What follows belongs to an exercise in optimizing a design on an open flow for small area; a production flow would make more cautious choices.
RTL that was checked went through simulation tests only; none was proved equivalent to the original.
No activity file was given, so power comes from the tool's default toggle rates.

==> module pwd_processor, before the edit <==
module pwd_processor (
    input  logic       clk,
    input  logic       rst_n,
    input  logic       in_valid,
    input  logic [8:0] in_data,
    output logic       busy,
    output logic       out_valid,
    output logic [8:0] out_data
);
    logic [8:0] r0, r1, r2, r3;
    logic [9:0] c;
    logic [5:0] t;
    logic [1:0] nreg;      
    logic       flag;
    logic       run;
    logic [3:0] pass;
    logic [1:0] slot;
    logic       real_w, even;
    logic       padfill, sortph, rot;
    logic       p_pre, p_dec, p_min, p_flag, p_u, p_max, p_shift, p_ctr, p_smo;
    logic [5:0] tinc;
    assign tinc   = t ^ {&t[4:0], &t[3:0], &t[2:0], &t[1:0], t[0], 1'b1};
    assign run    = busy || (t != 6'd1 && !in_valid);
    assign pass   = t[5:2];
    assign slot   = t[1:0];
    assign even   = nreg[0];
    always_comb begin
        case ({nreg, slot})
            4'b10_00, 4'b11_00, 4'b11_01, 4'b01_00, 4'b01_01, 4'b01_10, 4'b01_11,
            4'b00_00, 4'b00_01, 4'b00_10: real_w = 1'b1;
            default: real_w = 1'b0;
        endcase
    end
    assign padfill = t[5:3] == 3'd0 && !(t[2] && t[1]);
    assign sortph  = !padfill && (t[5:4] == 2'd0 || t[5:2] == 4'd4);
    assign rot     = t == 6'd10 || t == 6'd15;
    assign p_pre   = pass == 4'd5 || (pass == 4'd6 && slot != 2'd3);
    assign p_dec   = pass == 4'd6;
    assign p_min   = pass == 4'd7;
    assign p_flag  = pass == 4'd8;
    assign p_u     = pass == 4'd9;
    assign p_max   = pass == 4'd10;
    assign p_shift = pass == 4'd11;
    assign p_ctr   = pass == 4'd12;
    assign p_smo   = pass == 4'd13;
    logic [6:0] y6;
    logic [3:0] h;
    logic [4:0] m3;        
    logic       k2, k3, k4, k5;
    always_comb begin
        h     = r1[7:4];
        m3[0] = h[0];
        m3[1] = h[1] ^ h[0];
        k2    = h[1] & h[0];
        m3[2] = h[2] ^ h[1] ^ k2;
        k3    = (h[2] & h[1]) | (k2 & (h[2] ^ h[1]));
        m3[3] = h[3] ^ h[2] ^ k3;
        k4    = (h[3] & h[2]) | (k3 & (h[3] ^ h[2]));
        m3[4] = h[3] ^ k4;
        k5    = h[3] & k4;
        y6    = {k5 ^ m3[4], ~m3[4], m3[3:0], 1'b1};
    end
    logic        sub, cin, neg, lt;
    logic [10:0] a, b, s;
    logic [11:0] cy;
    assign neg = p_dec && r0[8];
    assign sub = p_dec ? !r0[8] : !(p_flag || p_smo);
    assign a   = {{3{r0[8]}}, r0[7:0] ^ {8{neg}}};
    assign b   = {c[9], c} ^ {11{sub}};
    assign cin = p_dec || (sub && !(p_ctr && flag));
    always_comb begin
        cy[0] = cin;
        for (int i = 0; i < 11; i++) begin
            s[i]    = a[i] ^ b[i] ^ cy[i];
            cy[i+1] = (a[i] & b[i]) | (cy[i] & (a[i] ^ b[i]));
        end
    end
    assign lt = s[10];
    logic [10:0] y;
    logic        r1b, r0b, nr1, nr0, corr;
    logic [8:0]  qf, q;
    logic [9:0]  ic;
    always_comb begin
        y   = {s[10] ^ (s[9] | s[8]), ~(s[9] ^ s[8]), ~s[8], s[7:0]};
        r1b = 1'b0;
        r0b = 1'b0;
        qf  = 9'd0;
        for (int i = 10; i >= 0; i--) begin
            if (i < 9)
                qf[i] = r1b | (r0b & y[i]);
            nr1 = y[i] ? r1b : r0b;
            nr0 = y[i] ? !(r1b | r0b) : r1b;
            r1b = nr1;
            r0b = nr0;
        end
        corr  = s[10] & (r1b | r0b);
        ic[0] = corr;
        for (int i = 0; i < 9; i++) begin
            q[i]    = (i == 8 ? !qf[i] : qf[i]) ^ ic[i];
            ic[i+1] = (i == 8 ? !qf[i] : qf[i]) & ic[i];
        end
    end
    logic swap;
    assign swap = run && (padfill || (sortph && (rot || lt)));
    logic [8:0] tail;
    always_comb begin
        if (!run)
            tail = in_data;
        else if (padfill)
            tail = 9'h100;
        else if (swap)
            tail = c[8:0];
        else if ((p_dec && even) || p_u || p_ctr)
            tail = {s[8] ^ p_u, s[7:0]};
        else if (p_smo && slot != 2'd0)
            tail = q;
        else
            tail = r0;
    end
    assign out_data  = tail;
    assign out_valid = busy && p_smo && real_w;
    always_ff @(posedge clk) begin
        r0 <= r1;
        r1 <= r2;
        r2 <= r3;
        r3 <= tail;
        if (!busy)
            nreg <= t[1:0];
        if (swap || ((p_min || p_max) && (slot == 2'd0 || (real_w && (lt ^ p_max)))))
            c <= {r0[8], r0};
        else if (p_pre)
            c <= {3'b000, y6};
        else if (p_shift && slot == 2'd0)
            c <= {2'b11, ~c[8], c[7:1]};
        else if (p_smo)
            c <= {tail, 1'b0};
        if (p_flag) begin
            if (slot == 2'd0)
                flag <= lt;
            else if (real_w)
                flag <= flag & lt;
        end else if (p_shift && slot == 2'd0) begin
            flag <= flag & c[0];
        end
    end
    always_ff @(posedge clk or negedge rst_n) begin
        if (!rst_n) begin
            busy <= 1'b0;
            t    <= 6'd1;
        end else if (run) begin
            busy <= (t != 6'd55);
            t    <= (t == 6'd55) ? 6'd1 : tinc;
        end else if (in_valid) begin
            t    <= tinc;
        end
    end
endmodule
clock: 18.0 ns
lec_check: 0
cap_margin: 20
core_margin: 2
core_utilization: 40
slew_margin: 20
standard.sh (not shown) runs the stock make flow with config.mk's settings and CLKGATE_MAP_FILE= SYNTH_SCRIPT=/design/flow/synth_recipe.tcl, a recipe that flattens the netlist after the stock synthesis.
==> flow/flow/run.sh <==
#!/bin/bash
# Standard ORFS layout with three changes that only affect how the layout is
# made, not what it implements:
#  - synthesis maps the logic with an area-oriented ABC script
#    (flow/abc.script) instead of ORFS's speed script, and leaves adders to
#    ABC instead of extracting full/half adder cells first (ADDER_MAP_FILE
#    empty); every other synthesis step is ORFS's own, so registers and
#    their names are unchanged;
#  - the port buffers are the smallest buffer, buf_1;
#  - clock tree synthesis adds no dummy loads.
# Each make step writes its own log under orfs/logs/; make's output goes to
# orfs_make.log.
set -euo pipefail
W=$(pwd)
rm -rf "$W/scripts"
cp -r "$FLOW_HOME/scripts" "$W/scripts"
cp "$W/flow/abc.script" "$W/scripts/abc_speed.script"
bash "$W/standard.sh" SCRIPTS_DIR="$W/scripts" ADDER_MAP_FILE= \
  "BUFFER_PORTS_ARGS=-buffer_cell sky130_fd_sc_hd__buf_1" \
  "CTS_ARGS=-sink_clustering_enable -repair_clock_nets -dont_use_dummy_load" \
  finish > "$W/orfs_make.log" 2>&1
==> flow/flow/abc.script <==
strash
dch
amap
strash
dch
amap
The first run passed the timing, design-rule and antenna checks.
Then changed:
--- a/flow/design.v
+++ b/flow/design.v
@@ -61,14 +61,14 @@
         k5    = h[3] & k4;
         y6    = {k5 ^ m3[4], ~m3[4], m3[3:0], 1'b1};
     end
-    logic        sub, cin, neg, lt;
+    logic        cin, neg, negx, lt;
     logic [10:0] a, b, s;
     logic [11:0] cy;
-    assign neg = p_dec && r0[8];
-    assign sub = p_dec ? !r0[8] : !(p_flag || p_smo);
-    assign a   = {{3{r0[8]}}, r0[7:0] ^ {8{neg}}};
-    assign b   = {c[9], c} ^ {11{sub}};
-    assign cin = p_dec || (sub && !(p_ctr && flag));
+    assign neg  = (p_dec && r0[8]) || p_flag;
+    assign negx = p_flag;
+    assign a    = {{3{r0[8] ^ negx}}, r0[7:0] ^ {8{neg}}};
+    assign b    = {c[9], c};
+    assign cin  = !(p_smo || (p_ctr && flag));
     always_comb begin
         cy[0] = cin;
         for (int i = 0; i < 11; i++) begin
@@ -110,7 +110,7 @@
         else if (padfill)
             tail = 9'h100;
         else if (swap)
-            tail = c[8:0];
+            tail = ~c[8:0];
         else if ((p_dec && even) || p_u || p_ctr)
             tail = {s[8] ^ p_u, s[7:0]};
         else if (p_smo && slot != 2'd0)
@@ -128,20 +128,20 @@
         if (!busy)
             nreg <= t[1:0];
         if (swap || ((p_min || p_max) && (slot == 2'd0 || (real_w && (lt ^ p_max)))))
-            c <= {r0[8], r0};
+            c <= ~{r0[8], r0};
         else if (p_pre)
-            c <= {3'b000, y6};
+            c <= {3'b000, y6} ^ {10{!r1[8]}};
         else if (p_shift && slot == 2'd0)
-            c <= {2'b11, ~c[8], c[7:1]};
+            c <= {2'b00, ~c[8], c[7:1]};
         else if (p_smo)
             c <= {tail, 1'b0};
         if (p_flag) begin
             if (slot == 2'd0)
-                flag <= lt;
+                flag <= !lt;
             else if (real_w)
-                flag <= flag & lt;
+                flag <= flag & !lt;
         end else if (p_shift && slot == 2'd0) begin
-            flag <= flag & c[0];
+            flag <= flag & !c[0];
         end
     end
     always_ff @(posedge clk or negedge rst_n) begin
Via count stays flat; cell area came out lower slightly; total power rose slightly; cell count came out lower slightly; clock power went up by a few percent; sequential share of layout area is higher by 0.18 points.
The RTL of the first run of this note was laid out without a check of its function.

separate check: timing with driven ports:
How much do the figures lean on ideal ports? The routed layouts below were timed once more, with nothing changed but the port constraints.
Step 1: set_driving_cell puts a clkbuf_16 on clk and a buf_2 on each other input, an assumption about the parent block.
Step 2 times the ports against the registers' clock, not the clock port: input delays grow and output delays shrink by t, the midpoint of the rising clock arrivals with the driver on.
a / b / c = ideal / step 1 / step 2; a / b = the first two.
run | shift t [ns] | setup WS [ns] | worst data-port slew with drivers (ns) | cell pins on the clock port's net
the first run | 0.333 | 4.594 / 4.564 / 4.896 | 0.03 | 1
the second run | 0.330 | 4.776 / 4.743 / 5.073 | 0.03 | 1
After both steps every run listed still meets setup and hold.
